This is an optimization exercise on Yosys and OpenROAD, whose aim is small area, a short achievable clock period and few clock cycles per item, not a production implementation.
The RTL was checked by simulation tests, not by an equivalence proof against the original design.
Power and IR drop assume default switching activity.

===== run.sh =====
#!/bin/bash
# synth_recipe.tcl (not shown) runs the flow's synth.tcl, then flattens the netlist and writes it again
# the make line also repeats each setting of config.mk as NAME=value (left out here)
make -C /OpenROAD-flow-scripts/flow DESIGN_CONFIG=/design/flow/config.mk WORK_HOME=/design/flow/orfs CLKGATE_MAP_FILE= SYNTH_SCRIPT=/design/flow/synth_recipe.tcl finish

===== config.mk =====
export PLATFORM = sky130hd
export DESIGN_NAME = nonpreemptive_process_scheduler
export DESIGN_NICKNAME = nonpreemptive_process_scheduler
export VERILOG_FILES = /design/flow/design.v
export SDC_FILE = /design/flow/constraint.sdc
export NUM_CORES = 4
export LEC_CHECK = 0
export CAP_MARGIN = 20
export CORE_MARGIN = 2
export CORE_UTILIZATION = 40
export SLEW_MARGIN = 20

===== constraint.sdc =====
create_clock -name core_clock -period 5.5 [get_ports {i_clk}]
set_input_delay 1.1000 -clock core_clock [delete_from_list [all_inputs] [get_ports {i_clk}]]
set_output_delay 1.1000 -clock core_clock [all_outputs]
set_load 0.01 [all_outputs]

===== design.v =====
`default_nettype none
package nps_pkg;
    localparam int NUM_PROCESSES_DEF = 8;
    localparam int ARR_W      = 16;
    localparam int BUR_W      = 16;
    localparam int PRI_W      = 8;
    localparam int KEY_W      = 16;
    localparam int TIME_W     = 24;
    localparam int PROC_W     = 3;
    localparam int MODE_W     = 2;
    localparam int CTX_W      = 8;
    localparam int CFG_IDX_W  = 1;
    localparam int CFG_DATA_W = 8;
    localparam logic [MODE_W-1:0] MODE_FCFS = 2'd0;
    localparam logic [MODE_W-1:0] MODE_SJF  = 2'd1;
    localparam logic [MODE_W-1:0] MODE_PRIO = 2'd2;
    localparam logic [CFG_IDX_W-1:0] REG_MODE   = 1'b0;
    localparam logic [CFG_IDX_W-1:0] REG_CTX_SW = 1'b1;
    typedef struct packed {
        logic [ARR_W-1:0] arrival;
        logic [BUR_W-1:0] burst;
        logic [PRI_W-1:0] prio;
    } t_rec;
    localparam int REC_W = ARR_W + BUR_W + PRI_W;
    function automatic logic [KEY_W-1:0] key_of(input logic [MODE_W-1:0] mode,
                                                input t_rec rec);
        logic [KEY_W-1:0] key;
        unique case (mode)
            MODE_FCFS: key = rec.arrival;
            MODE_SJF:  key = rec.burst;
            default:   key = {{(KEY_W-PRI_W){1'b0}}, rec.prio};
        endcase
        key_of = key;
    endfunction
endpackage
`default_nettype wire
`default_nettype none
module nps_ram #(
    parameter int WIDTH = 8,
    parameter int DEPTH = 8
) (
    input  wire logic                                  i_clk,
    input  wire logic                                  i_we,
    input  wire logic [(DEPTH > 1 ? $clog2(DEPTH) : 1)-1:0] i_waddr,
    input  wire logic [WIDTH-1:0]                      i_wdata,
    input  wire logic [(DEPTH > 1 ? $clog2(DEPTH) : 1)-1:0] i_raddr,
    output logic      [WIDTH-1:0]                      o_rdata
);
    logic [WIDTH-1:0] r_mem [DEPTH];
    always_ff @(posedge i_clk) begin
        if (i_we) begin
            r_mem[i_waddr] <= i_wdata;
        end
        o_rdata <= r_mem[i_raddr];
    end
endmodule
`default_nettype wire
`default_nettype none
module nonpreemptive_process_scheduler #(
    parameter int NUM_PROCESSES = nps_pkg::NUM_PROCESSES_DEF
) (
    input  wire logic                             i_clk,
    input  wire logic                             i_rst_n,
    input  wire logic                             i_cfg_we,
    input  wire logic [nps_pkg::CFG_IDX_W-1:0]    i_cfg_idx,
    input  wire logic [nps_pkg::CFG_DATA_W-1:0]   i_cfg_data,
    input  wire logic                             i_req_valid,
    output      logic                             o_req_ready,
    input  wire logic [nps_pkg::ARR_W-1:0]        i_req_arrival_time,
    input  wire logic [nps_pkg::BUR_W-1:0]        i_req_burst_time,
    input  wire logic [nps_pkg::PRI_W-1:0]        i_req_priority_level,
    input  wire logic                             i_req_last_process,
    output      logic                             o_res_valid,
    input  wire logic                             i_res_ready,
    output      logic [nps_pkg::PROC_W-1:0]       o_res_process,
    output      logic [nps_pkg::TIME_W-1:0]       o_res_start_time,
    output      logic [nps_pkg::TIME_W-1:0]       o_res_finish_time,
    output      logic [nps_pkg::TIME_W-1:0]       o_res_waiting_time,
    output      logic [nps_pkg::TIME_W-1:0]       o_res_end_time,
    output      logic                             o_res_last_result
);
    localparam int P   = NUM_PROCESSES;
    localparam int IW  = (P > 1) ? $clog2(P) : 1;
    localparam int TW  = nps_pkg::TIME_W;
    localparam int AW  = nps_pkg::ARR_W;
    localparam int BW  = nps_pkg::BUR_W;
    localparam int CW  = BW + 1;         
    localparam int PW  = nps_pkg::PRI_W;
    localparam int KW  = CW;             
    localparam int GW  = 3;              
    logic [nps_pkg::MODE_W-1:0]     r_mode;
    logic [nps_pkg::CTX_W-1:0]      r_ctx;
    logic [P-1:0]                   r_vld;
    logic [GW-1:0]                  r_tag  [P];
    logic [IW-1:0]                  r_slot [P];
    logic [AW-1:0]                  r_arr  [P];
    logic [CW-1:0]                  r_bc   [P];    
    logic [PW-1:0]                  r_pri  [P];
    logic [P-1:0]                   r_kb   [P];    
    logic [P-1:0]                   r_ab   [P];    
    logic                           r_in_vld;
    logic [AW-1:0]                  r_in_arr;
    logic [CW-1:0]                  r_in_bc;
    logic [PW-1:0]                  r_in_pri;
    logic                           r_in_last;
    logic [GW-1:0]                  r_ltag;
    logic [IW-1:0]                  r_lslot;
    logic [GW-1:0]                  r_stag;
    logic                           r_first;
    logic [P-1:0]                   r_aw;        
    logic                           r_aw_ok;     
    logic                           r_out_vld;
    logic [nps_pkg::PROC_W-1:0]     r_out_proc;
    logic [TW-1:0]                  r_out_start;
    logic [AW-1:0]                  r_out_arr;
    logic [TW-1:0]                  r_out_end;
    logic                           r_out_last;
    assign o_res_valid        = r_out_vld;
    assign o_res_process      = r_out_proc;
    assign o_res_start_time   = r_out_start;
    assign o_res_finish_time  = r_out_end - {{(TW-nps_pkg::CTX_W){1'b0}}, r_ctx};
    assign o_res_waiting_time = r_out_start - {{(TW-AW){1'b0}}, r_out_arr};
    assign o_res_end_time     = r_out_end;
    assign o_res_last_result  = r_out_last;
    logic [KW-1:0]                  wr_key;
    logic                           in_acc;
    logic                           mv;
    logic                           closes;
    logic [P-1:0]                   wsel;        
    logic [P-1:0]                   wen;         
    logic                           has_free;
    logic                           gen_room;
    logic                           pick;
    logic [P-1:0]                   sel;
    function automatic logic [KW-1:0] key_sel(input logic [nps_pkg::MODE_W-1:0] mode,
                                              input logic [AW-1:0] a,
                                              input logic [CW-1:0] bc,
                                              input logic [PW-1:0] p);
        case (mode)
            nps_pkg::MODE_FCFS: key_sel = {{(KW-AW){1'b0}}, a};
            nps_pkg::MODE_SJF:  key_sel = bc;
            default:            key_sel = {{(KW-PW){1'b0}}, p};
        endcase
    endfunction
    assign wr_key = key_sel(r_mode, r_in_arr, r_in_bc, r_in_pri);
    always_comb begin
        wsel = '0;
        for (int i = P - 1; i >= 0; i--) begin
            if (!r_vld[i]) wsel = P'(1) << i;
        end
    end
    assign has_free    = !(&r_vld);
    assign gen_room    = (GW'(r_ltag - r_stag) != {GW{1'b1}});
    assign mv          = r_in_vld && gen_room && (has_free || pick);
    assign o_req_ready = !r_in_vld || mv;
    assign in_acc      = i_req_valid && o_req_ready;
    assign wen         = {P{mv}} & (has_free ? wsel : sel);
    assign closes      = r_in_last || (r_lslot == IW'(P - 1));
    logic [P-1:0]                   new_klt;     
    logic [P-1:0]                   new_alt;     
    always_comb begin
        for (int q = 0; q < P; q++) begin
            logic [KW-1:0] kq;
            kq = key_sel(r_mode, r_arr[q], r_bc[q], r_pri[q]);
            new_klt[q] = wr_key < kq;
            new_alt[q] = (r_in_arr < r_arr[q]) ||
                         ((r_in_arr == r_arr[q]) && new_klt[q]);
        end
    end
    logic [P-1:0]                   memb;
    logic [P-1:0]                   cand;
    logic                           any_cand;
    logic [P-1:0]                   kwin;
    logic [P-1:0]                   awin;        
    logic [P-1:0]                   aw2;         
    logic [P-1:0]                   nmemb;       
    logic [P-1:0]                   nawin;       
    logic                           new_first;   
    logic                           new_nfirst;  
    logic [P-1:0]                   aw_nxt;
    logic                           aw_ok_nxt;
    logic                           sched_ok;
    logic                           out_free;
    logic                           sel_last;
    logic [TW-1:0]                  k_end [P];   
    logic [TW-1:0]                  kw_end;
    logic [AW-1:0]                  kw_arr;
    logic [IW-1:0]                  kw_slot;
    logic [AW-1:0]                  aw_arr;
    logic [CW-1:0]                  aw_bc;
    logic [IW-1:0]                  aw_slot;
    logic [TW-1:0]                  aw_end;
    logic [TW-1:0]                  sel_start;
    logic [AW-1:0]                  sel_arr;
    logic [IW-1:0]                  sel_slot;
    logic [TW-1:0]                  sel_end;
    function automatic logic kb_of(input int i, input int j);
        if (i < j) kb_of = r_kb[i][j];
        else       kb_of = !r_kb[j][i];
    endfunction
    function automatic logic ab_of(input int i, input int j);
        if (i < j) ab_of = r_ab[i][j];
        else       ab_of = !r_ab[j][i];
    endfunction
    always_comb begin
        for (int i = 0; i < P; i++) begin
            memb[i]  = r_vld[i] && (r_tag[i] == r_stag);
            nmemb[i] = r_vld[i] && (r_tag[i] == GW'(r_stag + GW'(1)));
            cand[i]  = memb[i] && !r_first &&
                       ((r_out_end[TW-1:AW] != '0) ||
                        (r_arr[i] <= r_out_end[AW-1:0]));
            k_end[i] = r_out_end + {{(TW-CW){1'b0}}, r_bc[i]};
        end
        any_cand = |cand;
        for (int i = 0; i < P; i++) begin
            kwin[i]  = cand[i];
            awin[i]  = memb[i];
            aw2[i]   = memb[i] && !r_aw[i];
            nawin[i] = nmemb[i];
            for (int j = 0; j < P; j++) begin
                if (j != i) begin
                    if (cand[j] && !kb_of(i, j)) kwin[i] = 1'b0;
                    if (memb[j] && !ab_of(i, j)) awin[i] = 1'b0;
                    if (memb[j] && !r_aw[j] && !ab_of(i, j)) aw2[i] = 1'b0;
                    if (nmemb[j] && !ab_of(i, j)) nawin[i] = 1'b0;
                end
            end
        end
        new_first  = !(|(awin & ~new_alt));
        new_nfirst = !(|(nawin & ~new_alt));
        kw_end  = '0;
        kw_arr  = '0;
        kw_slot = '0;
        aw_arr  = '0;
        aw_bc   = '0;
        aw_slot = '0;
        for (int i = 0; i < P; i++) begin
            kw_end  = kw_end  | ({TW{kwin[i]}} & k_end[i]);
            kw_arr  = kw_arr  | ({AW{kwin[i]}} & r_arr[i]);
            kw_slot = kw_slot | ({IW{kwin[i]}} & r_slot[i]);
            aw_arr  = aw_arr  | ({AW{r_aw[i]}} & r_arr[i]);
            aw_bc   = aw_bc   | ({CW{r_aw[i]}} & r_bc[i]);
            aw_slot = aw_slot | ({IW{r_aw[i]}} & r_slot[i]);
        end
        aw_end = {{(TW-AW){1'b0}}, aw_arr} + {{(TW-CW){1'b0}}, aw_bc};
        sel       = any_cand ? kwin : r_aw;
        sel_start = any_cand ? r_out_end : {{(TW-AW){1'b0}}, aw_arr};
        sel_arr   = any_cand ? kw_arr : aw_arr;
        sel_slot  = any_cand ? kw_slot : aw_slot;
        sel_end   = any_cand ? kw_end : aw_end;
        sel_last  = !(|(memb & ~sel));
    end
    assign sched_ok = (r_stag != r_ltag);
    assign out_free = !r_out_vld || i_res_ready;
    assign pick     = r_aw_ok && out_free;
    always_comb begin
        if (!r_aw_ok) begin
            aw_nxt    = (mv && (r_ltag == r_stag) && new_first) ? wen : awin;
            aw_ok_nxt = sched_ok || (mv && closes);
        end else if (pick && sel_last) begin
            aw_nxt    = (mv && (r_ltag == GW'(r_stag + GW'(1))) && new_nfirst) ? wen : nawin;
            aw_ok_nxt = (GW'(r_stag + GW'(1)) != r_ltag) || (mv && closes);
        end else if (pick && (|(sel & r_aw))) begin
            aw_nxt    = aw2;
            aw_ok_nxt = 1'b1;
        end else begin
            aw_nxt    = r_aw;
            aw_ok_nxt = 1'b1;
        end
    end
    always_ff @(posedge i_clk) begin
        if (!i_rst_n) begin
            r_mode    <= nps_pkg::MODE_FCFS;
            r_ctx     <= '0;
            r_vld     <= '0;
            r_ltag    <= '0;
            r_lslot   <= '0;
            r_stag    <= '0;
            r_first   <= 1'b1;
            r_aw_ok   <= 1'b0;
            r_out_vld <= 1'b0;
            r_in_vld  <= 1'b0;
        end else begin
            r_aw_ok <= aw_ok_nxt;
            if (in_acc)  r_in_vld <= 1'b1;
            else if (mv) r_in_vld <= 1'b0;
            if (i_cfg_we) begin
                if (i_cfg_idx == nps_pkg::REG_MODE) r_mode <= i_cfg_data[nps_pkg::MODE_W-1:0];
                else                                r_ctx  <= i_cfg_data[nps_pkg::CTX_W-1:0];
            end
            if (mv) begin
                if (closes) begin
                    r_ltag  <= r_ltag + GW'(1);
                    r_lslot <= '0;
                end else begin
                    r_lslot <= r_lslot + IW'(1);
                end
            end
            for (int i = 0; i < P; i++) begin
                if (wen[i])                 r_vld[i] <= 1'b1;
                else if (pick && sel[i])    r_vld[i] <= 1'b0;
            end
            if (pick) begin
                r_out_vld <= 1'b1;
                r_first   <= sel_last;
                if (sel_last) r_stag <= r_stag + GW'(1);
            end else if (i_res_ready) begin
                r_out_vld <= 1'b0;
            end
        end
    end
    always_ff @(posedge i_clk) begin
        r_aw <= aw_nxt;
        if (in_acc) begin
            r_in_arr  <= i_req_arrival_time;
            r_in_bc   <= {1'b0, i_req_burst_time} + {{(CW-nps_pkg::CTX_W){1'b0}}, r_ctx};
            r_in_pri  <= i_req_priority_level;
            r_in_last <= i_req_last_process;
        end
        for (int i = 0; i < P; i++) begin
            if (wen[i]) begin
                r_arr[i]  <= r_in_arr;
                r_bc[i]   <= r_in_bc;
                r_pri[i]  <= r_in_pri;
                r_slot[i] <= r_lslot;
                r_tag[i]  <= r_ltag;
            end
        end
        for (int i = 0; i < P; i++) begin
            for (int j = i + 1; j < P; j++) begin
                if (wen[i]) begin
                    r_kb[i][j] <= new_klt[j];
                    r_ab[i][j] <= new_alt[j];
                end else if (wen[j]) begin
                    r_kb[i][j] <= !new_klt[i];
                    r_ab[i][j] <= !new_alt[i];
                end
            end
        end
        if (pick) begin
            r_out_proc  <= nps_pkg::PROC_W'(sel_slot);
            r_out_start <= sel_start;
            r_out_arr   <= sel_arr;
            r_out_end   <= sel_end;
            r_out_last  <= sel_last;
        end
    end
endmodule
`default_nettype wire

==> notes.md, run 1 <==
# TYPE chip_impl_metric gauge
chip_impl_info{name="outcome",value="complete, no violations"} 1
chip_impl_metric{name="powerDensity",unit="mW/mm2"} 412
chip_impl_metric{name="grt_pass1_vias",unit=""} 40224
chip_impl_info{name="crit_end",value="o_res_finish_time[21]"} 1
chip_impl_metric{name="fp.coreArea",unit="mm2"} 0.112
chip_impl_info{name="worst_setup_path_startpoint",value="r_out_end[1]"} 1
chip_impl_info{name="synth.largest_area_cell",value="sky130_fd_sc_hd__edfxtp_1"} 1
chip_impl_metric{name="initial_core_utilization",unit="%"} 40.3
chip_impl_metric{name="routabilityCongestion",unit=""} 1.02
chip_impl_metric{name="async_reset_ff_share",unit="%"} 0
chip_impl_metric{name="arrival",unit="ns"} 4.16
chip_impl_metric{name="cts.hold.buffers_added",unit=""} 0
chip_impl_metric{name="fin_skew",unit="ns"} 0.0444
chip_impl_metric{name="viasPerCell",unit=""} 6.54
chip_impl_info{name="min-delay-path-class",value="flip-flop to flip-flop"} 1
chip_impl_metric{name="wl",unit="mm"} 209
chip_impl_metric{name="overall_via_count_from_detail_route",unit=""} 42613
chip_impl_metric{name="worst-slew-pin-transition",unit="ns"} 1.09
chip_impl_metric{name="syn_to_final_growth",unit="%"} 18.1
chip_impl_metric{name="final_hold_violation_count",unit=""} 0
chip_impl_metric{name="grt.total_usage",unit="%"} 34.9
chip_impl_metric{name="die-height",unit="um"} 340
chip_impl_metric{name="period_minus_slack",unit="ns"} 5.26
chip_impl_metric{name="fillers",unit=""} 10655
chip_impl_metric{name="drt_first_pass_iters",unit=""} 9
chip_impl_info{name="synth_top_cells_by_area",value="sky130_fd_sc_hd__edfxtp_1, sky130_fd_sc_hd__ha_1, sky130_fd_sc_hd__a21oi_1"} 1
chip_impl_metric{name="drt_first_iter_violations",unit=""} 5917
chip_impl_metric{name="wl_per_cell",unit="um"} 32.0
chip_impl_metric{name="maxCapViolations",unit=""} 0
chip_impl_metric{name="layout-drive-gt1-share",unit="%"} 11.6
chip_impl_metric{name="cts_made_buffers",unit=""} 71
chip_impl_metric{name="max-vdd-ir-drop",unit="mV"} 0.279
chip_impl_metric{name="clock_path_buffers",unit=""} 3
chip_impl_metric{name="grt_max_degree",unit=""} 52
chip_impl_info{name="grt_setup_unrepaired",value="true"} 1
chip_impl_metric{name="insertion_delay",unit="ns"} 0.68
chip_impl_metric{name="timing.final.max_slew_violations",unit=""} 0
chip_impl_info{name="worstSetupPathType",value="flip-flop to output pin"} 1
chip_impl_metric{name="post-route-period-util",unit="%"} 95.6
chip_impl_info{name="critical_path.reg2reg.endpoint",value="r_aw[1]"} 1
chip_impl_metric{name="netlist_area",unit="mm2"} 0.0453
chip_impl_info{name="r2r_start",value="r_mode[0]"} 1
chip_impl_metric{name="num-nets-final",unit=""} 5601
chip_impl_metric{name="grt_pass1_wl",unit="mm"} 292
chip_impl_metric{name="ff2ff_setup_slack",unit="ns"} 0.29
chip_impl_metric{name="slew-limit-headroom",unit="%"} 25.1
chip_impl_metric{name="cts_htree_levels",unit=""} 3
chip_impl_metric{name="buffer_ports.inserted",unit=""} 156
chip_impl_metric{name="synthSimpleGateAreaFrac",unit="%"} 13.4
chip_impl_metric{name="route.antenna.remaining_nets",unit=""} 0
chip_impl_metric{name="ys_types",unit=""} 92
chip_impl_metric{name="numClockSinks",unit=""} 581
chip_impl_metric{name="synthesis.instances",unit=""} 4577
chip_impl_info{name="timing.critical_path.from_type",value="flip-flop"} 1
chip_impl_metric{name="finalSetupViolCount",unit=""} 0
chip_impl_metric{name="seq_area_frac_synth",unit="%"} 37.9
chip_impl_metric{name="die_area",unit="mm2"} 0.116
chip_impl_metric{name="leakage",unit="nW"} 21.3
chip_impl_info{name="ys.flop_type",value="sky130_fd_sc_hd__edfxtp_1"} 1
chip_impl_metric{name="synth.top_cell.area_share",unit="%"} 36.5
chip_impl_metric{name="syn_nets",unit=""} 5219
chip_impl_metric{name="rr_worst_depth",unit=""} 17
chip_impl_metric{name="io_pins",unit=""} 157
chip_impl_metric{name="detailed_place_hpwl",unit="mm"} 163
chip_impl_metric{name="synth.yosys.warnings",unit=""} 9
chip_impl_metric{name="synthMuxAreaShare",unit="%"} 3.50
chip_impl_metric{name="synthesized_area_fraction_occupied_by_ao_oa_aoi_and_oai_cells",unit="%"} 21.1
chip_impl_metric{name="fp.dieW",unit="um"} 340
chip_impl_metric{name="critical_path_required",unit="ns"} 4.40
chip_impl_metric{name="synthesis.area_per_instance",unit="um2"} 9.89
chip_impl_metric{name="initial_antenna_violation_count",unit=""} 4
chip_impl_metric{name="post-route-drc-count",unit=""} 0
chip_impl_metric{name="timing.fmax",unit="MHz"} 190
chip_impl_metric{name="critPathMaxFanout",unit=""} 14
chip_impl_metric{name="placementRows",unit=""} 123
chip_impl_info{name="timing.critical_path.to_type",value="output pin"} 1
chip_impl_metric{name="power",unit="mW"} 22.0
chip_impl_info{name="cts_root_buf",value="sky130_fd_sc_hd__clkbuf_16"} 1
chip_impl_metric{name="post_synth_edffs",unit=""} 550
chip_impl_metric{name="finalHoldWorstSlack",unit="ns"} 0.520
chip_impl_info{name="tritoncts",value="built"} 1
chip_impl_metric{name="grt_remaining_overflow",unit=""} 0
chip_impl_metric{name="ys_ff_latch",unit=""} 581
chip_impl_info{name="combinational_family_with_the_most_area_after_synthesis",value="compound AO/OA/AOI/OAI gates"} 1
chip_impl_metric{name="synth-adder-area-share",unit="%"} 16.4
chip_impl_metric{name="cts.clk_slew.worst_paths",unit="ns"} 0.06
chip_impl_metric{name="synth_xor_area_share",unit="%"} 3.89
worst max-delay path, stage by stage, from the launching register on:
cell	delay (ns)
sky130_fd_sc_hd__edfxtp_1	0.38
sky130_fd_sc_hd__buf_4	0.23
sky130_fd_sc_hd__ha_1	0.31
sky130_fd_sc_hd__nor2b_1	0.13
sky130_fd_sc_hd__o21ai_1	0.16
sky130_fd_sc_hd__a21boi_0	0.15
sky130_fd_sc_hd__o21ai_1	0.19
sky130_fd_sc_hd__a21boi_0	0.14
sky130_fd_sc_hd__o21ai_1	0.17
sky130_fd_sc_hd__a21boi_0	0.11
sky130_fd_sc_hd__buf_4	0.19
sky130_fd_sc_hd__nor2_1	0.13
sky130_fd_sc_hd__buf_4	0.17
sky130_fd_sc_hd__nand3b_1	0.17
sky130_fd_sc_hd__nor3_2	0.17
sky130_fd_sc_hd__xnor2_1	0.13
sky130_fd_sc_hd__clkdlybuf4s50_1	0.56
synth_stat cells (52+ instances only):
cell type and n:
sky130_fd_sc_hd__or2_2 84, sky130_fd_sc_hd__a21oi_1 340, sky130_fd_sc_hd__a221oi_1 56, sky130_fd_sc_hd__mux2i_1 154, sky130_fd_sc_hd__o21ai_0 209, sky130_fd_sc_hd__a22oi_1 182
sky130_fd_sc_hd__xnor2_1 136, sky130_fd_sc_hd__nor2_1 285, sky130_fd_sc_hd__a21o_1 83, sky130_fd_sc_hd__edfxtp_1 550, sky130_fd_sc_hd__nor3_1 72, sky130_fd_sc_hd__nand2_1 298
sky130_fd_sc_hd__nand3_1 117, sky130_fd_sc_hd__xor2_1 63, sky130_fd_sc_hd__a211oi_1 56, sky130_fd_sc_hd__clkbuf_1 115, sky130_fd_sc_hd__inv_1 276, sky130_fd_sc_hd__nand4_1 99
sky130_fd_sc_hd__ha_1 574, sky130_fd_sc_hd__a222oi_1 52
cell families after synthesis:
group	Yosys count
buffers and inverters	443
AOI/OAI and AO/OA	1387
adders and majority gates	587
xor gates and xnor gates	200
and+or+nand+nor	1222
DFF	581
muxes	157
registers in the layout (all words and copies together), names as in the netlist, 8 cells and up:
| name | flops |
|---|---|
| r_ab | 28 |
| r_arr | 128 |
| r_aw | 8 |
| r_bc | 136 |
| r_ctx | 8 |
| r_in_arr | 16 |
| r_in_bc | 17 |
| r_in_pri | 8 |
| r_kb | 28 |
| r_out_arr | 16 |
| r_out_end | 24 |
| r_out_start | 24 |
| r_pri | 64 |
| r_slot | 24 |
| r_tag | 24 |
| r_vld | 8 |
cell usage in the layout, fill, tap and decap left out, types with 72 or more instances in the layout:
cell,instances
sky130_fd_sc_hd__buf_4,280
sky130_fd_sc_hd__nor2_1,284
sky130_fd_sc_hd__nand4_1,99
sky130_fd_sc_hd__ha_1,574
sky130_fd_sc_hd__a21o_1,83
sky130_fd_sc_hd__edfxtp_1,550
sky130_fd_sc_hd__nand3_1,117
sky130_fd_sc_hd__a22oi_1,182
sky130_fd_sc_hd__or2_2,84
sky130_fd_sc_hd__nand2_1,297
sky130_fd_sc_hd__clkdlybuf4s50_1,155
sky130_fd_sc_hd__a21oi_1,338
sky130_fd_sc_hd__o21ai_0,202
sky130_fd_sc_hd__inv_1,270
sky130_fd_sc_hd__clkbuf_16,72
sky130_fd_sc_hd__mux2i_1,154
sky130_fd_sc_hd__xnor2_1,136
power by group:
part           internal [mW]  switching, mW  leakage (nW)  total (mW)
clock network           2.90           2.09          1.19        5.00
logic                   4.52           6.83          14.8        11.3
registers               5.31          0.376          5.31        5.68
total                   12.7           9.30          21.3        22.0
worst min path at each step:
stage                   start   endpoint  slack [ns]  cells past startpoint
global placement    r_out_vld  r_out_vld        0.51                      2
CTS                  r_ctx[0]   r_ctx[0]        0.52                      2
finish              r_out_vld  r_out_vld        0.52                      2
floorplan            r_ctx[2]   r_ctx[2]        0.46                      2
global route         r_ctx[2]   r_ctx[2]        0.56                      2
detailed placement   r_ctx[0]   r_ctx[0]        0.52                      2
repair_timing:
action,CTS,global route
pin swaps,0,3
hold endpoints to repair,0,0
buffers inserted,0,2
gates resized for setup,10,20
setup endpoints to repair,14,14
metrics by stage:
| stage | setup WS, ns | utilization, % | instance area, um2 | instances | TNS (ns) |
|---|---|---|---|---|---|
| after global routing | -0.0351 | 47.6 | 53400 | 6515 | -0.0462 |
| after detailed placement | 0.187 | 45.3 | 50900 | 6384 | 0 |
| after global placement | 0.172 | 45.3 | 50900 | 6384 | 0 |
| after CTS | 0.0147 | 47.5 | 53400 | 6513 | 0 |
| final | 0.244 | 47.6 | 53400 | 6517 | 0 |
| after floorplan | 0.194 | - | 45300 | 4577 | 0 |
final cells by class:
class / count / area (um2) / share of cell area (%)
diodes: 2 / 5.00 / 0.00937
clock buffers: 84 / 1880 / 3.51
clock inverters: 45 / 556 / 1.04
inverters: 279 / 1050 / 1.97
multi-input cells: 3553 / 26500 / 49.6
flip-flops and latches: 581 / 17100 / 32.1
well taps: 1500 / 1880 / 3.51
repair buffers: 473 / 4410 / 8.25
metal layers:
metal  track usage, %  vias to the layer above  share of wire (%)
met4             20.9                        0                6.9
li1                 -                    18476                  -
met5                0                        -                  0
met2             52.7                     2829                 43
met1             45.0                    20677                 38
met3             8.70                      631                 12
Testbench counts, summed over its fixed seeds: cycles 2,637, items 2,397.
==> run 2, diff against run 1 <==
--- a/design.v
+++ b/design.v
@@ -86,5 +86,4 @@
     localparam int BW  = nps_pkg::BUR_W;
-    localparam int CW  = BW + 1;         
     localparam int PW  = nps_pkg::PRI_W;
-    localparam int KW  = CW;             
+    localparam int KW  = nps_pkg::KEY_W;  
     localparam int GW  = 3;              
@@ -96,3 +95,3 @@
     logic [AW-1:0]                  r_arr  [P];
-    logic [CW-1:0]                  r_bc   [P];    
+    logic [BW-1:0]                  r_bur  [P];
     logic [PW-1:0]                  r_pri  [P];
@@ -100,7 +99,2 @@
     logic [P-1:0]                   r_ab   [P];    
-    logic                           r_in_vld;
-    logic [AW-1:0]                  r_in_arr;
-    logic [CW-1:0]                  r_in_bc;
-    logic [PW-1:0]                  r_in_pri;
-    logic                           r_in_last;
     logic [GW-1:0]                  r_ltag;
@@ -120,4 +114,33 @@
     assign o_res_start_time   = r_out_start;
-    assign o_res_finish_time  = r_out_end - {{(TW-nps_pkg::CTX_W){1'b0}}, r_ctx};
-    assign o_res_waiting_time = r_out_start - {{(TW-AW){1'b0}}, r_out_arr};
+    function automatic logic [TW-1:0] sub_of(input logic [TW-1:0] a, input logic [TW-1:0] b);
+        logic [31:0] g;
+        logic [31:0] p;
+        logic [31:0] gn;
+        logic [31:0] pn;
+        logic [TW-1:0] x;
+        g = '0;
+        p = '0;
+        for (int i = 0; i < TW; i++) begin
+            x[i] = a[i] ^ !b[i];
+            g[i] = a[i] && !b[i];
+            p[i] = x[i];
+        end
+        g[0] = g[0] || p[0];
+        for (int lv = 0; lv < 5; lv++) begin
+            gn = g;
+            pn = p;
+            for (int i = 0; i < 32; i++) begin
+                if (i >= (1 << lv)) begin
+                    gn[i] = g[i] || (p[i] && g[i - (1 << lv)]);
+                    pn[i] = p[i] && p[i - (1 << lv)];
+                end
+            end
+            g = gn;
+            p = pn;
+        end
+        sub_of[0] = !x[0];
+        for (int i = 1; i < TW; i++) sub_of[i] = x[i] ^ g[i-1];
+    endfunction
+    assign o_res_finish_time  = sub_of(r_out_end, {{(TW-nps_pkg::CTX_W){1'b0}}, r_ctx});
+    assign o_res_waiting_time = sub_of(r_out_start, {{(TW-AW){1'b0}}, r_out_arr});
     assign o_res_end_time     = r_out_end;
@@ -136,3 +159,3 @@
                                               input logic [AW-1:0] a,
-                                              input logic [CW-1:0] bc,
+                                              input logic [BW-1:0] b,
                                               input logic [PW-1:0] p);
@@ -140,3 +163,3 @@
             nps_pkg::MODE_FCFS: key_sel = {{(KW-AW){1'b0}}, a};
-            nps_pkg::MODE_SJF:  key_sel = bc;
+            nps_pkg::MODE_SJF:  key_sel = b;
             default:            key_sel = {{(KW-PW){1'b0}}, p};
@@ -144,3 +167,20 @@
     endfunction
-    assign wr_key = key_sel(r_mode, r_in_arr, r_in_bc, r_in_pri);
+    function automatic logic [1:0] cmp_of(input logic [KW-1:0] a, input logic [KW-1:0] b);
+        logic [31:0] l;
+        logic [31:0] g;
+        l = '0;
+        g = '0;
+        for (int i = 0; i < KW; i++) begin
+            l[i] = !a[i] && b[i];
+            g[i] = a[i] && !b[i];
+        end
+        for (int lv = 0; lv < 5; lv++) begin
+            for (int i = 0; i < (16 >> lv); i++) begin
+                l[i] = l[2*i+1] || (!g[2*i+1] && l[2*i]);
+                g[i] = g[2*i+1] || (!l[2*i+1] && g[2*i]);
+            end
+        end
+        cmp_of = {l[0], g[0]};
+    endfunction
+    assign wr_key = key_sel(r_mode, i_req_arrival_time, i_req_burst_time, i_req_priority_level);
     always_comb begin
@@ -153,7 +193,7 @@
     assign gen_room    = (GW'(r_ltag - r_stag) != {GW{1'b1}});
-    assign mv          = r_in_vld && gen_room && (has_free || pick);
-    assign o_req_ready = !r_in_vld || mv;
+    assign o_req_ready = gen_room && (has_free || pick);
     assign in_acc      = i_req_valid && o_req_ready;
+    assign mv          = in_acc;
     assign wen         = {P{mv}} & (has_free ? wsel : sel);
-    assign closes      = r_in_last || (r_lslot == IW'(P - 1));
+    assign closes      = i_req_last_process || (r_lslot == IW'(P - 1));
     logic [P-1:0]                   new_klt;     
@@ -163,6 +203,9 @@
             logic [KW-1:0] kq;
-            kq = key_sel(r_mode, r_arr[q], r_bc[q], r_pri[q]);
-            new_klt[q] = wr_key < kq;
-            new_alt[q] = (r_in_arr < r_arr[q]) ||
-                         ((r_in_arr == r_arr[q]) && new_klt[q]);
+            logic [1:0]    kc;
+            logic [1:0]    ac;
+            kq = key_sel(r_mode, r_arr[q], r_bur[q], r_pri[q]);
+            kc         = cmp_of(wr_key, kq);
+            ac         = cmp_of({{(KW-AW){1'b0}}, i_req_arrival_time}, {{(KW-AW){1'b0}}, r_arr[q]});
+            new_klt[q] = kc[1];
+            new_alt[q] = ac[1] || (!ac[0] && kc[1]);
         end
@@ -184,4 +227,6 @@
     logic                           sel_last;
-    logic [TW-1:0]                  k_end [P];   
-    logic [TW-1:0]                  kw_end;
+    logic [BW+1:0]                  k_end [P];   
+    logic [BW+1:0]                  kw_end;
+    logic [TW-BW-1:0]               t_hi_inc1;
+    logic [TW-BW-1:0]               t_hi_inc2;
     logic [AW-1:0]                  kw_arr;
@@ -189,3 +234,3 @@
     logic [AW-1:0]                  aw_arr;
-    logic [CW-1:0]                  aw_bc;
+    logic [BW-1:0]                  aw_bur;
     logic [IW-1:0]                  aw_slot;
@@ -206,2 +251,4 @@
         for (int i = 0; i < P; i++) begin
+            logic [1:0] tc;
+            tc       = cmp_of({{(KW-AW){1'b0}}, r_arr[i]}, {{(KW-AW){1'b0}}, r_out_end[AW-1:0]});
             memb[i]  = r_vld[i] && (r_tag[i] == r_stag);
@@ -209,5 +256,5 @@
             cand[i]  = memb[i] && !r_first &&
-                       ((r_out_end[TW-1:AW] != '0) ||
-                        (r_arr[i] <= r_out_end[AW-1:0]));
-            k_end[i] = r_out_end + {{(TW-CW){1'b0}}, r_bc[i]};
+                       ((r_out_end[TW-1:AW] != '0) || !tc[0]);
+            k_end[i] = {2'b0, r_out_end[BW-1:0]} + {2'b0, r_bur[i]} +
+                       {{(BW+2-nps_pkg::CTX_W){1'b0}}, r_ctx};
         end
@@ -234,6 +281,6 @@
         aw_arr  = '0;
-        aw_bc   = '0;
+        aw_bur  = '0;
         aw_slot = '0;
         for (int i = 0; i < P; i++) begin
-            kw_end  = kw_end  | ({TW{kwin[i]}} & k_end[i]);
+            kw_end  = kw_end  | ({(BW+2){kwin[i]}} & k_end[i]);
             kw_arr  = kw_arr  | ({AW{kwin[i]}} & r_arr[i]);
@@ -241,6 +288,7 @@
             aw_arr  = aw_arr  | ({AW{r_aw[i]}} & r_arr[i]);
-            aw_bc   = aw_bc   | ({CW{r_aw[i]}} & r_bc[i]);
+            aw_bur  = aw_bur  | ({BW{r_aw[i]}} & r_bur[i]);
             aw_slot = aw_slot | ({IW{r_aw[i]}} & r_slot[i]);
         end
-        aw_end = {{(TW-AW){1'b0}}, aw_arr} + {{(TW-CW){1'b0}}, aw_bc};
+        aw_end = {{(TW-AW){1'b0}}, aw_arr} + {{(TW-BW){1'b0}}, aw_bur} +
+                 {{(TW-nps_pkg::CTX_W){1'b0}}, r_ctx};
         sel       = any_cand ? kwin : r_aw;
@@ -249,3 +297,8 @@
         sel_slot  = any_cand ? kw_slot : aw_slot;
-        sel_end   = any_cand ? kw_end : aw_end;
+        t_hi_inc1 = r_out_end[TW-1:BW] + (TW-BW)'(1);
+        t_hi_inc2 = r_out_end[TW-1:BW] + (TW-BW)'(2);
+        sel_end   = any_cand ? {(kw_end[BW+1] ? t_hi_inc2 :
+                                 kw_end[BW]   ? t_hi_inc1 : r_out_end[TW-1:BW]),
+                                kw_end[BW-1:0]}
+                             : aw_end;
         sel_last  = !(|(memb & ~sel));
@@ -281,7 +334,4 @@
             r_out_vld <= 1'b0;
-            r_in_vld  <= 1'b0;
         end else begin
             r_aw_ok <= aw_ok_nxt;
-            if (in_acc)  r_in_vld <= 1'b1;
-            else if (mv) r_in_vld <= 1'b0;
             if (i_cfg_we) begin
@@ -313,13 +363,7 @@
         r_aw <= aw_nxt;
-        if (in_acc) begin
-            r_in_arr  <= i_req_arrival_time;
-            r_in_bc   <= {1'b0, i_req_burst_time} + {{(CW-nps_pkg::CTX_W){1'b0}}, r_ctx};
-            r_in_pri  <= i_req_priority_level;
-            r_in_last <= i_req_last_process;
-        end
         for (int i = 0; i < P; i++) begin
             if (wen[i]) begin
-                r_arr[i]  <= r_in_arr;
-                r_bc[i]   <= r_in_bc;
-                r_pri[i]  <= r_in_pri;
+                r_arr[i]  <= i_req_arrival_time;
+                r_bur[i]  <= i_req_burst_time;
+                r_pri[i]  <= i_req_priority_level;
                 r_slot[i] <= r_lslot;
--- a/config.mk
+++ b/config.mk
@@ -10,2 +10,3 @@
 export CORE_UTILIZATION = 40
+export GPL_TIMING_DRIVEN = 0
 export SLEW_MARGIN = 20
==> notes.md, run 2 <==
# TYPE chip_impl_metric gauge
chip_impl_info{name="outcome",value="complete, but fails checks"} 1
chip_impl_info{name="layout.failed_checks",value="setup timing"} 1
chip_impl_metric{name="maxCapViolations",unit=""} 0
chip_impl_info{name="biggestRegsByFlops",value="r_arr: 128 flops, r_bur: 128 flops, r_pri: 64 flops"} 1
chip_impl_metric{name="route.antenna.remaining_nets",unit=""} 0
chip_impl_metric{name="die-height",unit="um"} 334
chip_impl_metric{name="synthesis.area_per_instance",unit="um2"} 9.46
chip_impl_metric{name="fillers",unit=""} 10268
chip_impl_metric{name="place.detailed.instances",unit=""} 6201
chip_impl_metric{name="synthesis.instances",unit=""} 4608
chip_impl_info{name="layout_commonest_cell",value="sky130_fd_sc_hd__edfxtp_1"} 1
chip_impl_metric{name="layout-drive-gt1-share",unit="%"} 14.0
chip_impl_metric{name="grt_max_degree",unit=""} 39
chip_impl_metric{name="syn_to_final_growth",unit="%"} 20.0
chip_impl_metric{name="powerDensity",unit="mW/mm2"} 458
chip_impl_info{name="worst_hold_startpoint",value="r_ctx[2]"} 1
chip_impl_metric{name="power_frac_clock",unit="%"} 19.1
chip_impl_metric{name="finalHoldWorstSlack",unit="ns"} 0.595
chip_impl_metric{name="synth.yosys.warnings",unit=""} 9
chip_impl_metric{name="finish.utilization",unit="%"} 48.2
chip_impl_metric{name="async_reset_ff_share",unit="%"} 0
chip_impl_metric{name="timing.fmax",unit="MHz"} 179
chip_impl_metric{name="seq_area_frac_synth",unit="%"} 35.8
chip_impl_metric{name="area.sequential",unit="mm2"} 0.0156
chip_impl_metric{name="finalSetupViolCount",unit=""} 43
chip_impl_metric{name="routabilityCongestion",unit=""} 1.03
chip_impl_metric{name="placementRows",unit=""} 121
chip_impl_metric{name="ys_types",unit=""} 101
chip_impl_metric{name="cts.hold.buffers_added",unit=""} 0
chip_impl_metric{name="grt_remaining_overflow",unit=""} 0
chip_impl_metric{name="overall_via_count_from_detail_route",unit=""} 43521
chip_impl_metric{name="ys_ff_latch",unit=""} 530
chip_impl_metric{name="power.switching_fraction",unit="%"} 44.9
chip_impl_metric{name="cpPeakStageDelay",unit="ns"} 0.58
chip_impl_info{name="timing.critical_path.to_type",value="flip-flop"} 1
chip_impl_metric{name="p_switching",unit="mW"} 10.7
chip_impl_metric{name="initial_core_utilization",unit="%"} 40.2
chip_impl_info{name="tritoncts",value="built"} 1
chip_impl_metric{name="leakage",unit="nW"} 19.5
chip_impl_metric{name="post-route-period-util",unit="%"} 102
chip_impl_info{name="path_cells",value="clkbuf_2 > clkbuf_2 > buf_6 > a22oi_1 > maj3_1 > o21ai_0 > nor2_1 > o31a_1 > a311oi_1 > nand4b_1 > nor3_2 > buf_4 > clkbuf_4 > clkdlybuf4s18_2 > a21oi_1 > o21ai_0 > a221oi_1 > nand3_1"} 1
chip_impl_metric{name="netlist_area",unit="mm2"} 0.0436
chip_impl_metric{name="worst-slew-pin-transition",unit="ns"} 1.17
chip_impl_metric{name="postLayoutSetupSlackWorst",unit="ns"} -0.0987
chip_impl_metric{name="drt_first_pass_iters",unit=""} 8
chip_impl_metric{name="wl",unit="mm"} 246
chip_impl_metric{name="slew-limit-headroom",unit="%"} 20.1
chip_impl_metric{name="cell_internal_power",unit="mW"} 13.2
chip_impl_metric{name="viasPerCell",unit=""} 6.75
chip_impl_metric{name="drt_first_iter_violations",unit=""} 6508
chip_impl_metric{name="cts_made_buffers",unit=""} 67
chip_impl_info{name="layout_common_cells",value="sky130_fd_sc_hd__edfxtp_1, sky130_fd_sc_hd__nand2_1, sky130_fd_sc_hd__nor2_1"} 1
chip_impl_metric{name="final_hold_violation_count",unit=""} 0
chip_impl_metric{name="detailed_place_hpwl",unit="mm"} 189
chip_impl_info{name="worstSetupPathType",value="flip-flop to flip-flop"} 1
chip_impl_metric{name="cts_htree_levels",unit=""} 3
chip_impl_metric{name="cts.clk_slew.worst_paths",unit="ns"} 0.06
chip_impl_metric{name="grt_pass1_vias",unit=""} 40648
chip_impl_metric{name="num-nets-final",unit=""} 5362
chip_impl_metric{name="p_seq_share",unit="%"} 22.1
chip_impl_metric{name="critical_path_required",unit="ns"} 5.93
chip_impl_info{name="synthTopCellsByCount",value="sky130_fd_sc_hd__edfxtp_1, sky130_fd_sc_hd__nand2_1, sky130_fd_sc_hd__nor2_1"} 1
chip_impl_metric{name="combinationalPowerShare",unit="%"} 58.8
chip_impl_metric{name="finalNonFillerCells",unit=""} 6450
chip_impl_info{name="yosys.cell_count.top_type",value="sky130_fd_sc_hd__edfxtp_1"} 1
chip_impl_metric{name="grt.total_usage",unit="%"} 42.7
chip_impl_metric{name="critPathMaxFanout",unit=""} 10
chip_impl_metric{name="max-vdd-ir-drop",unit="mV"} 0.433
chip_impl_metric{name="numClockSinks",unit=""} 530
chip_impl_metric{name="fin_skew",unit="ns"} 0.0330
chip_impl_metric{name="buffer_ports.inserted",unit=""} 155
chip_impl_metric{name="post-route-drc-count",unit=""} 0
chip_impl_info{name="synth_top_cells_by_area",value="sky130_fd_sc_hd__edfxtp_1, sky130_fd_sc_hd__ha_1, sky130_fd_sc_hd__maj3_1"} 1
chip_impl_metric{name="period_minus_slack",unit="ns"} 5.60
chip_impl_metric{name="wl_per_cell",unit="um"} 38.2
chip_impl_metric{name="combined_area_of_the_multi_input_logic_cells",unit="mm2"} 0.0271
chip_impl_info{name="worst_setup_path_startpoint",value="r_out_end[9]"} 1
chip_impl_metric{name="clock_path_buffers",unit=""} 3
chip_impl_info{name="slowest_stage",value="sky130_fd_sc_hd__clkdlybuf4s18_2"} 1
chip_impl_metric{name="syn_nets",unit=""} 4988
chip_impl_metric{name="ff2ff_setup_slack",unit="ns"} -0.1
chip_impl_metric{name="initial_antenna_violation_count",unit=""} 10
chip_impl_metric{name="io_pins",unit=""} 157
chip_impl_info{name="min-delay-path-class",value="flip-flop to flip-flop"} 1
chip_impl_metric{name="power",unit="mW"} 23.9
chip_impl_info{name="r2r_start",value="r_out_end[9]"} 1
chip_impl_info{name="timing.critical_path.from_type",value="flip-flop"} 1
chip_impl_metric{name="grt_pass1_wl",unit="mm"} 331
chip_impl_metric{name="die_area",unit="mm2"} 0.112
chip_impl_info{name="synth.largest_area_cell",value="sky130_fd_sc_hd__edfxtp_1"} 1
chip_impl_metric{name="insertion_delay",unit="ns"} 0.66
chip_impl_metric{name="timing.final.max_slew_violations",unit=""} 0
chip_impl_metric{name="post_synth_edffs",unit=""} 500
chip_impl_info{name="ys.flop_type",value="sky130_fd_sc_hd__edfxtp_1"} 1
chip_impl_metric{name="synth.top_cell.area_share",unit="%"} 34.4
chip_impl_info{name="cts_root_buf",value="sky130_fd_sc_hd__clkbuf_16"} 1
chip_impl_metric{name="pre_cts_slack",unit="ns"} -2.48
chip_impl_metric{name="arrival",unit="ns"} 6.03
chip_impl_metric{name="fp.coreArea",unit="mm2"} 0.109
chip_impl_metric{name="fp.dieW",unit="um"} 334
-- run 2: kinds of logic after synthesis --
logic type,count (synthesis),synth area share (%)
adders and majority gates,529,15.5
muxes,153,3.60
buffers and inverters,518,4.66
DFF,530,35.8
and+or+nand+nor,1227,13.8
xor gates and xnor gates,194,4.03
AOI/OAI and AO/OA,1457,22.6
-- run 2: what timing repair did --
item                       4_1_cts  5_1_grt
hold endpoints to repair         0        0
gates resized for setup        369      215
pin swaps                       36       40
buffers inserted               110       23
setup endpoints to repair      614      176
gates cloned                     1        0
-- run 2: routing by layer --
| metal | vias to the layer above | part of all wire (%) | GRT usage, % |
|---|---|---|---|
| li1 | 18278 | - | - |
| met1 | 21380 | 40 | 57.1 |
| met2 | 3175 | 40 | 60.9 |
| met3 | 676 | 12 | 11.7 |
| met4 | 12 | 7.7 | 26.8 |
| met5 | - | 0.053 | 0 |
-- run 2: worst paths after layout --
path,to,depth (start not counted)
worst min-delay path,r_ctx[2],2
worst min register to register,r_ctx[2],2
worst max register to register,r_out_arr[9],18
worst max-delay path,r_out_arr[9],18
-- run 2: worst max-delay path, delay by kind of cell (launching register included) --
| kind | cells | cell delay (ns) |
|---|---|---|
| buffers and inverters | 6 | 2.14 |
| AOI/OAI and AO/OA | 7 | 1.31 |
| and+or+nand+nor | 4 | 0.97 |
| DFF | 1 | 0.55 |
| adders and majority gates | 1 | 0.36 |
-- run 2: metrics by stage --
| stage | cell area, um2 | setup TNS, ns |
|---|---|---|
| 2_1_floorplan | 43600 | 0 |
| 3_3_place_gp | 46900 | -1668.14 |
| 3_5_place_dp | 47500 | -757.17 |
| 4_1_cts | 51600 | 0 |
| 5_1_grt | 52300 | -0.613 |
| 6_report | 52300 | -1.94 |
-- run 2: area by class of cell --
class	count	area share (%)
timing repair buffer	313	5.90
inverter	274	2.09
clock buffer	77	3.32
clock inverter	43	0.880
sequential	530	29.9
tap	1414	3.38
antenna	3	0.0144
buffer	236	2.70
multi-input combinational	3560	51.8
-- run 2: power by group through the flow --
stage	combinational [mW]	sequential, mW	clock [mW]
after global placement	11.5	5.73	0
after floorplan	7.52	5.42	0
after CTS	13.2	5.25	4.61
after detailed placement	11.7	5.71	0
after global routing	15.0	5.28	4.74
final	14.1	5.28	4.58
Testbench counts of run 2, summed over its fixed seeds: cycles 2,613, items 2,397.
==> run 3, diff against run 2 <==
--- a/design.v
+++ b/design.v
@@ -158,10 +158,6 @@
     function automatic logic [KW-1:0] key_sel(input logic [nps_pkg::MODE_W-1:0] mode,
-                                              input logic [AW-1:0] a,
                                               input logic [BW-1:0] b,
                                               input logic [PW-1:0] p);
-        case (mode)
-            nps_pkg::MODE_FCFS: key_sel = {{(KW-AW){1'b0}}, a};
-            nps_pkg::MODE_SJF:  key_sel = b;
-            default:            key_sel = {{(KW-PW){1'b0}}, p};
-        endcase
+        if (mode == nps_pkg::MODE_SJF) key_sel = b;
+        else                           key_sel = {{(KW-PW){1'b0}}, p};
     endfunction
@@ -184,3 +180,3 @@
     endfunction
-    assign wr_key = key_sel(r_mode, i_req_arrival_time, i_req_burst_time, i_req_priority_level);
+    assign wr_key = key_sel(r_mode, i_req_burst_time, i_req_priority_level);
     always_comb begin
@@ -205,7 +201,7 @@
             logic [1:0]    ac;
-            kq = key_sel(r_mode, r_arr[q], r_bur[q], r_pri[q]);
+            kq = key_sel(r_mode, r_bur[q], r_pri[q]);
             kc         = cmp_of(wr_key, kq);
             ac         = cmp_of({{(KW-AW){1'b0}}, i_req_arrival_time}, {{(KW-AW){1'b0}}, r_arr[q]});
-            new_klt[q] = kc[1];
-            new_alt[q] = ac[1] || (!ac[0] && kc[1]);
+            new_klt[q] = (r_mode == nps_pkg::MODE_FCFS) ? ac[1] : kc[1];
+            new_alt[q] = ac[1] || (!ac[0] && new_klt[q]);
         end
@@ -216,3 +212,2 @@
     logic [P-1:0]                   kwin;
-    logic [P-1:0]                   awin;        
     logic [P-1:0]                   aw2;         
@@ -263,3 +258,2 @@
             kwin[i]  = cand[i];
-            awin[i]  = memb[i];
             aw2[i]   = memb[i] && !r_aw[i];
@@ -269,3 +263,2 @@
                     if (cand[j] && !kb_of(i, j)) kwin[i] = 1'b0;
-                    if (memb[j] && !ab_of(i, j)) awin[i] = 1'b0;
                     if (memb[j] && !r_aw[j] && !ab_of(i, j)) aw2[i] = 1'b0;
@@ -275,3 +268,3 @@
         end
-        new_first  = !(|(awin & ~new_alt));
+        new_first  = !(|(r_aw & ~new_alt));
         new_nfirst = !(|(nawin & ~new_alt));
@@ -303,3 +296,8 @@
                              : aw_end;
-        sel_last  = !(|(memb & ~sel));
+        sel_last  = 1'b1;
+        for (int i = 0; i < P; i++) begin
+            for (int j = i + 1; j < P; j++) begin
+                if (memb[i] && memb[j]) sel_last = 1'b0;
+            end
+        end
     end
@@ -310,3 +308,3 @@
         if (!r_aw_ok) begin
-            aw_nxt    = (mv && (r_ltag == r_stag) && new_first) ? wen : awin;
+            aw_nxt    = (mv && (r_ltag == r_stag) && new_first) ? wen : r_aw;
             aw_ok_nxt = sched_ok || (mv && closes);
@@ -315,3 +313,3 @@
             aw_ok_nxt = (GW'(r_stag + GW'(1)) != r_ltag) || (mv && closes);
-        end else if (pick && (|(sel & r_aw))) begin
+        end else if (pick && (!any_cand || (|(kwin & r_aw)))) begin
             aw_nxt    = aw2;
@@ -333,2 +331,3 @@
             r_aw_ok   <= 1'b0;
+            r_aw      <= '0;
             r_out_vld <= 1'b0;
@@ -336,2 +335,3 @@
             r_aw_ok <= aw_ok_nxt;
+            r_aw    <= aw_nxt;
             if (i_cfg_we) begin
@@ -362,3 +362,2 @@
     always_ff @(posedge i_clk) begin
-        r_aw <= aw_nxt;
         for (int i = 0; i < P; i++) begin
--- a/config.mk
+++ b/config.mk
@@ -10,3 +10,2 @@
 export CORE_UTILIZATION = 40
-export GPL_TIMING_DRIVEN = 0
 export SLEW_MARGIN = 20
==> notes.md, run 3 <==
# TYPE chip_impl_metric gauge
chip_impl_metric{name="cts_made_buffers",unit=""} 66
chip_impl_info{name="min-delay-path-class",value="flip-flop to flip-flop"} 1
chip_impl_metric{name="buffer_ports.inserted",unit=""} 156
chip_impl_metric{name="insertion_delay",unit="ns"} 0.66
chip_impl_metric{name="worst-path-buf-inv",unit=""} 3
chip_impl_info{name="outcome",value="complete, no violations"} 1
chip_impl_metric{name="fp.dieW",unit="um"} 327
chip_impl_metric{name="timing.fmax",unit="MHz"} 187
chip_impl_info{name="worst_setup_path_startpoint",value="r_out_end[1]"} 1
chip_impl_metric{name="combinationalPowerShare",unit="%"} 55.8
chip_impl_metric{name="grt_remaining_overflow",unit=""} 0
chip_impl_metric{name="leakage",unit="nW"} 18.4
chip_impl_metric{name="wl_per_cell",unit="um"} 29.0
chip_impl_info{name="biggestRegsByFlops",value="r_arr: 128 flops, r_bur: 128 flops, r_pri: 64 flops"} 1
chip_impl_metric{name="power.switching_fraction",unit="%"} 42.9
chip_impl_metric{name="p_seq_share",unit="%"} 24.0
chip_impl_info{name="timing.critical_path.from_type",value="flip-flop"} 1
chip_impl_metric{name="die-height",unit="um"} 327
chip_impl_metric{name="route.antenna.remaining_nets",unit=""} 0
chip_impl_metric{name="overall_via_count_from_detail_route",unit=""} 38987
chip_impl_metric{name="tns_setup",unit="ns"} 0
chip_impl_metric{name="io_pins",unit=""} 157
chip_impl_metric{name="final_hold_violation_count",unit=""} 0
chip_impl_metric{name="drt_first_pass_iters",unit=""} 8
chip_impl_metric{name="timing.final.max_slew_violations",unit=""} 0
chip_impl_metric{name="num-nets-final",unit=""} 5004
chip_impl_metric{name="finalHoldWorstSlack",unit="ns"} 0.562
chip_impl_metric{name="critical_path_required",unit="ns"} 4.40
chip_impl_info{name="synthTopCellsByCount",value="sky130_fd_sc_hd__edfxtp_1, sky130_fd_sc_hd__nand2_1, sky130_fd_sc_hd__a21oi_1"} 1
chip_impl_metric{name="placementRows",unit=""} 118
chip_impl_metric{name="synth.top_cell.area_share",unit="%"} 35.4
chip_impl_info{name="cts_root_buf",value="sky130_fd_sc_hd__clkbuf_16"} 1
chip_impl_metric{name="grt_pass1_wl",unit="mm"} 254
chip_impl_metric{name="slew-limit-headroom",unit="%"} 26.6
chip_impl_metric{name="fp.coreArea",unit="mm2"} 0.103
chip_impl_metric{name="wl",unit="mm"} 176
chip_impl_metric{name="area.sequential",unit="mm2"} 0.0155
chip_impl_metric{name="powerDensity",unit="mW/mm2"} 455
chip_impl_info{name="slowest_stage",value="sky130_fd_sc_hd__clkdlybuf4s50_1"} 1
chip_impl_metric{name="arrival",unit="ns"} 4.24
chip_impl_metric{name="cpPeakStageDelay",unit="ns"} 0.60
chip_impl_metric{name="viasPerCell",unit=""} 6.44
chip_impl_metric{name="ys_types",unit=""} 118
chip_impl_metric{name="netlist_area",unit="mm2"} 0.0418
chip_impl_metric{name="grt_pass1_vias",unit=""} 37365
chip_impl_metric{name="die_area",unit="mm2"} 0.107
chip_impl_metric{name="seq_area_frac_synth",unit="%"} 37.2
chip_impl_metric{name="cts.clk_slew.worst_paths",unit="ns"} 0.06
chip_impl_metric{name="grt_max_degree",unit=""} 62
chip_impl_metric{name="max-vdd-ir-drop",unit="mV"} 0.333
chip_impl_metric{name="post_synth_edffs",unit=""} 492
chip_impl_metric{name="synth.yosys.warnings",unit=""} 9
chip_impl_info{name="synth.largest_area_cell",value="sky130_fd_sc_hd__edfxtp_1"} 1
chip_impl_metric{name="ys_ff_latch",unit=""} 530
chip_impl_info{name="yosys.cell_count.top_type",value="sky130_fd_sc_hd__edfxtp_1"} 1
chip_impl_metric{name="fillers",unit=""} 9769
chip_impl_metric{name="ff2ff_setup_slack",unit="ns"} 0.18
chip_impl_metric{name="initial_core_utilization",unit="%"} 40.3
chip_impl_metric{name="critPathMaxFanout",unit=""} 9
chip_impl_metric{name="clock_path_buffers",unit=""} 3
chip_impl_metric{name="routabilityCongestion",unit=""} 1.03
chip_impl_metric{name="finalSetupViolCount",unit=""} 0
chip_impl_metric{name="finish.utilization",unit="%"} 47.3
chip_impl_metric{name="numClockSinks",unit=""} 530
chip_impl_metric{name="crit_cells",unit=""} 13
chip_impl_info{name="critPathTopFamily",value="compound AO/OA/AOI/OAI gates"} 1
chip_impl_metric{name="post-route-period-util",unit="%"} 97.1
chip_impl_metric{name="grt.total_usage",unit="%"} 32.1
chip_impl_metric{name="cell_internal_power",unit="mW"} 12.7
chip_impl_info{name="timing.critical_path.to_type",value="output pin"} 1
chip_impl_info{name="path_cells",value="buf_8 > buf_4 > ha_1 > a21o_1 > a21oi_2 > o21ai_0 > a21o_1 > a21oi_1 > o21ai_0 > nand2_1 > nand2_1 > xnor2_1 > clkdlybuf4s50_1"} 1
chip_impl_metric{name="worst-slew-pin-transition",unit="ns"} 1.07
chip_impl_info{name="tritoncts",value="built"} 1
chip_impl_metric{name="post-route-drc-count",unit=""} 0
chip_impl_metric{name="async_reset_ff_share",unit="%"} 0
chip_impl_metric{name="synthesis.area_per_instance",unit="um2"} 9.69
chip_impl_metric{name="fin_skew",unit="ns"} 0.0358
chip_impl_metric{name="layout-drive-gt1-share",unit="%"} 11.0
chip_impl_info{name="layout_commonest_cell",value="sky130_fd_sc_hd__edfxtp_1"} 1
chip_impl_metric{name="syn_to_final_growth",unit="%"} 17.4
chip_impl_metric{name="hold_depth",unit=""} 2
chip_impl_metric{name="drt_first_iter_violations",unit=""} 5331
chip_impl_metric{name="syn_nets",unit=""} 4688
chip_impl_metric{name="detailed_place_hpwl",unit="mm"} 134
chip_impl_metric{name="combined_area_of_the_multi_input_logic_cells",unit="mm2"} 0.0245
chip_impl_info{name="ys.flop_type",value="sky130_fd_sc_hd__edfxtp_1"} 1
chip_impl_metric{name="synthesis.instances",unit=""} 4308
chip_impl_metric{name="dpl_cell_area",unit="mm2"} 0.0466
chip_impl_metric{name="cts.hold.buffers_added",unit=""} 0
chip_impl_metric{name="rr_worst_depth",unit=""} 17
chip_impl_info{name="r2r_start",value="r_out_end[5]"} 1
chip_impl_info{name="layout_common_cells",value="sky130_fd_sc_hd__edfxtp_1, sky130_fd_sc_hd__nand2_1, sky130_fd_sc_hd__buf_4"} 1
chip_impl_metric{name="initial_antenna_violation_count",unit=""} 0
chip_impl_metric{name="final_design_area_no_fill",unit="mm2"} 0.0490
chip_impl_info{name="synth_top_cells_by_area",value="sky130_fd_sc_hd__edfxtp_1, sky130_fd_sc_hd__ha_1, sky130_fd_sc_hd__fa_1"} 1
chip_impl_metric{name="cts_htree_levels",unit=""} 3
chip_impl_info{name="worstSetupPathType",value="flip-flop to output pin"} 1
chip_impl_metric{name="power_frac_clock",unit="%"} 20.2
chip_impl_info{name="worst_hold_startpoint",value="r_vld[5]"} 1
chip_impl_metric{name="p_switching",unit="mW"} 9.56
chip_impl_metric{name="maxCapViolations",unit=""} 0
chip_impl_metric{name="period_minus_slack",unit="ns"} 5.34
[run 3: cell types whose count changed after synthesis, sizes merged, moves of 24 or more]
| cell | previous run | this run |
|---|---|---|
| a21oi | 301 | 267 |
| nor2b | 79 | 135 |
| nor2 | 302 | 239 |
| nand2b | 67 | 129 |
| clkbuf | 185 | 115 |
| o21ai | 296 | 242 |
| mux2 | 31 | 4 |
| nand2 | 372 | 294 |
| a21boi | 42 | 14 |
| maj3 | 204 | 173 |
| buf | 59 | 83 |
| mux2i | 122 | 8 |
[run 3: worst paths after layout]
check	endpoint
worst min-delay path	r_vld[5]
worst max-delay path	o_res_finish_time[15]
worst max register to register	r_out_end[21]
worst min register to register	r_vld[5]
[run 3: per-stage QoR]
| step | power, mW | worst slack (ns) | cells |
|---|---|---|---|
| floorplan | 13.0 | 0.539 | 4308 |
| global placement | 17.3 | 0.00157 | 5927 |
| detailed placement | 17.5 | -0.0120 | 5927 |
| CTS | 22.1 | 0.00197 | 6050 |
| global route | 23.6 | -0.0308 | 6055 |
| finish | 22.3 | 0.159 | 6056 |
[run 3: repair_timing]
action                                  4_1_cts  5_1_grt
endpoints found under the setup margin       15       24
setup buffers                                 4        5
pin swaps                                    14        9
resized for setup                            29       25
[run 3: worst reg2reg max path, delay by kind of cell, from the launching register on]
family                   cells  cell delay [ns]
AO/OA/AOI/OAI                8             2.07
XOR/XNOR                     1             0.09
adder cells (fa/ha/maj)      2             0.79
buffers and inverters        3             0.77
flip-flops                   1             0.71
AND/OR/NAND/NOR              3             0.66
[run 3: cell type report]
cell class / count / share of cell area (%)
well taps: 1380 / 3.52
repair buffers: 446 / 8.19
clock inverters: 42 / 1.01
multi-input cells: 3299 / 49.9
clock buffers: 77 / 3.50
inverters: 281 / 2.16
flip-flops and latches: 530 / 31.7
diodes: 1 / 0.00511
[run 3: kinds of logic after synthesis]
kind of cell    share of synthesized area, %
flops                                   37.2
fa+ha+maj                               15.4
mux                                    0.300
compound gates                          23.7
xor+xnor                                4.23
buf+inv                                 4.62
simple gates                            14.5
[run 3: power groups by stage]
stage / Sequential, mW / Combinational [mW] / Clock [mW]
floorplan: 5.43 / 7.60 / 0
global placement: 5.40 / 11.9 / 0
detailed placement: 5.41 / 12.0 / 0
CTS: 5.33 / 12.2 / 4.56
global route: 5.37 / 13.5 / 4.71
finish: 5.35 / 12.5 / 4.50
[run 3: routing by layer]
layer	vias to the layer above	track usage, %	wire (um)
met3	407	5.84	17600
met5	-	0	0
met4	0	13.3	8160
met2	2193	50.0	77800
li1	17119	-	-
met1	19268	43.9	72200
Testbench counts of run 3, summed over its fixed seeds: cycles 2,613, items 2,397.

## re-timing with driven ports
The flow's constraints put no driver on any port. The routed layouts listed below were extracted and timed again, unchanged, in two steps. Step 1: set_driving_cell puts a clkbuf_16 on i_clk and a buf_2 on each other input, an assumption about the parent block. Step 2 adds t to the input delays and takes it off the output delays; t is the mean of the earliest and latest rising clock arrival at the registers after step 1. Input paths then give back, and output paths get back, about the clock's delay inside the block. Three values: no drivers, after step 1, after step 2; two values: the first two.
run	t, ns	setup WS [ns]	clock arrival spread, ns
run 1	0.738	0.244 / 0.168 / 0.289	0.044 / 0.044
run 2	0.724	-0.099 / -0.099 / -0.621	0.033 / 0.033
run 3	0.715	0.159 / 0.091 / 0.152	0.036 / 0.036
For run 2, which loses most, drivers alone change the setup slack by 0.000 ns; drivers and shift together by -0.522 ns.
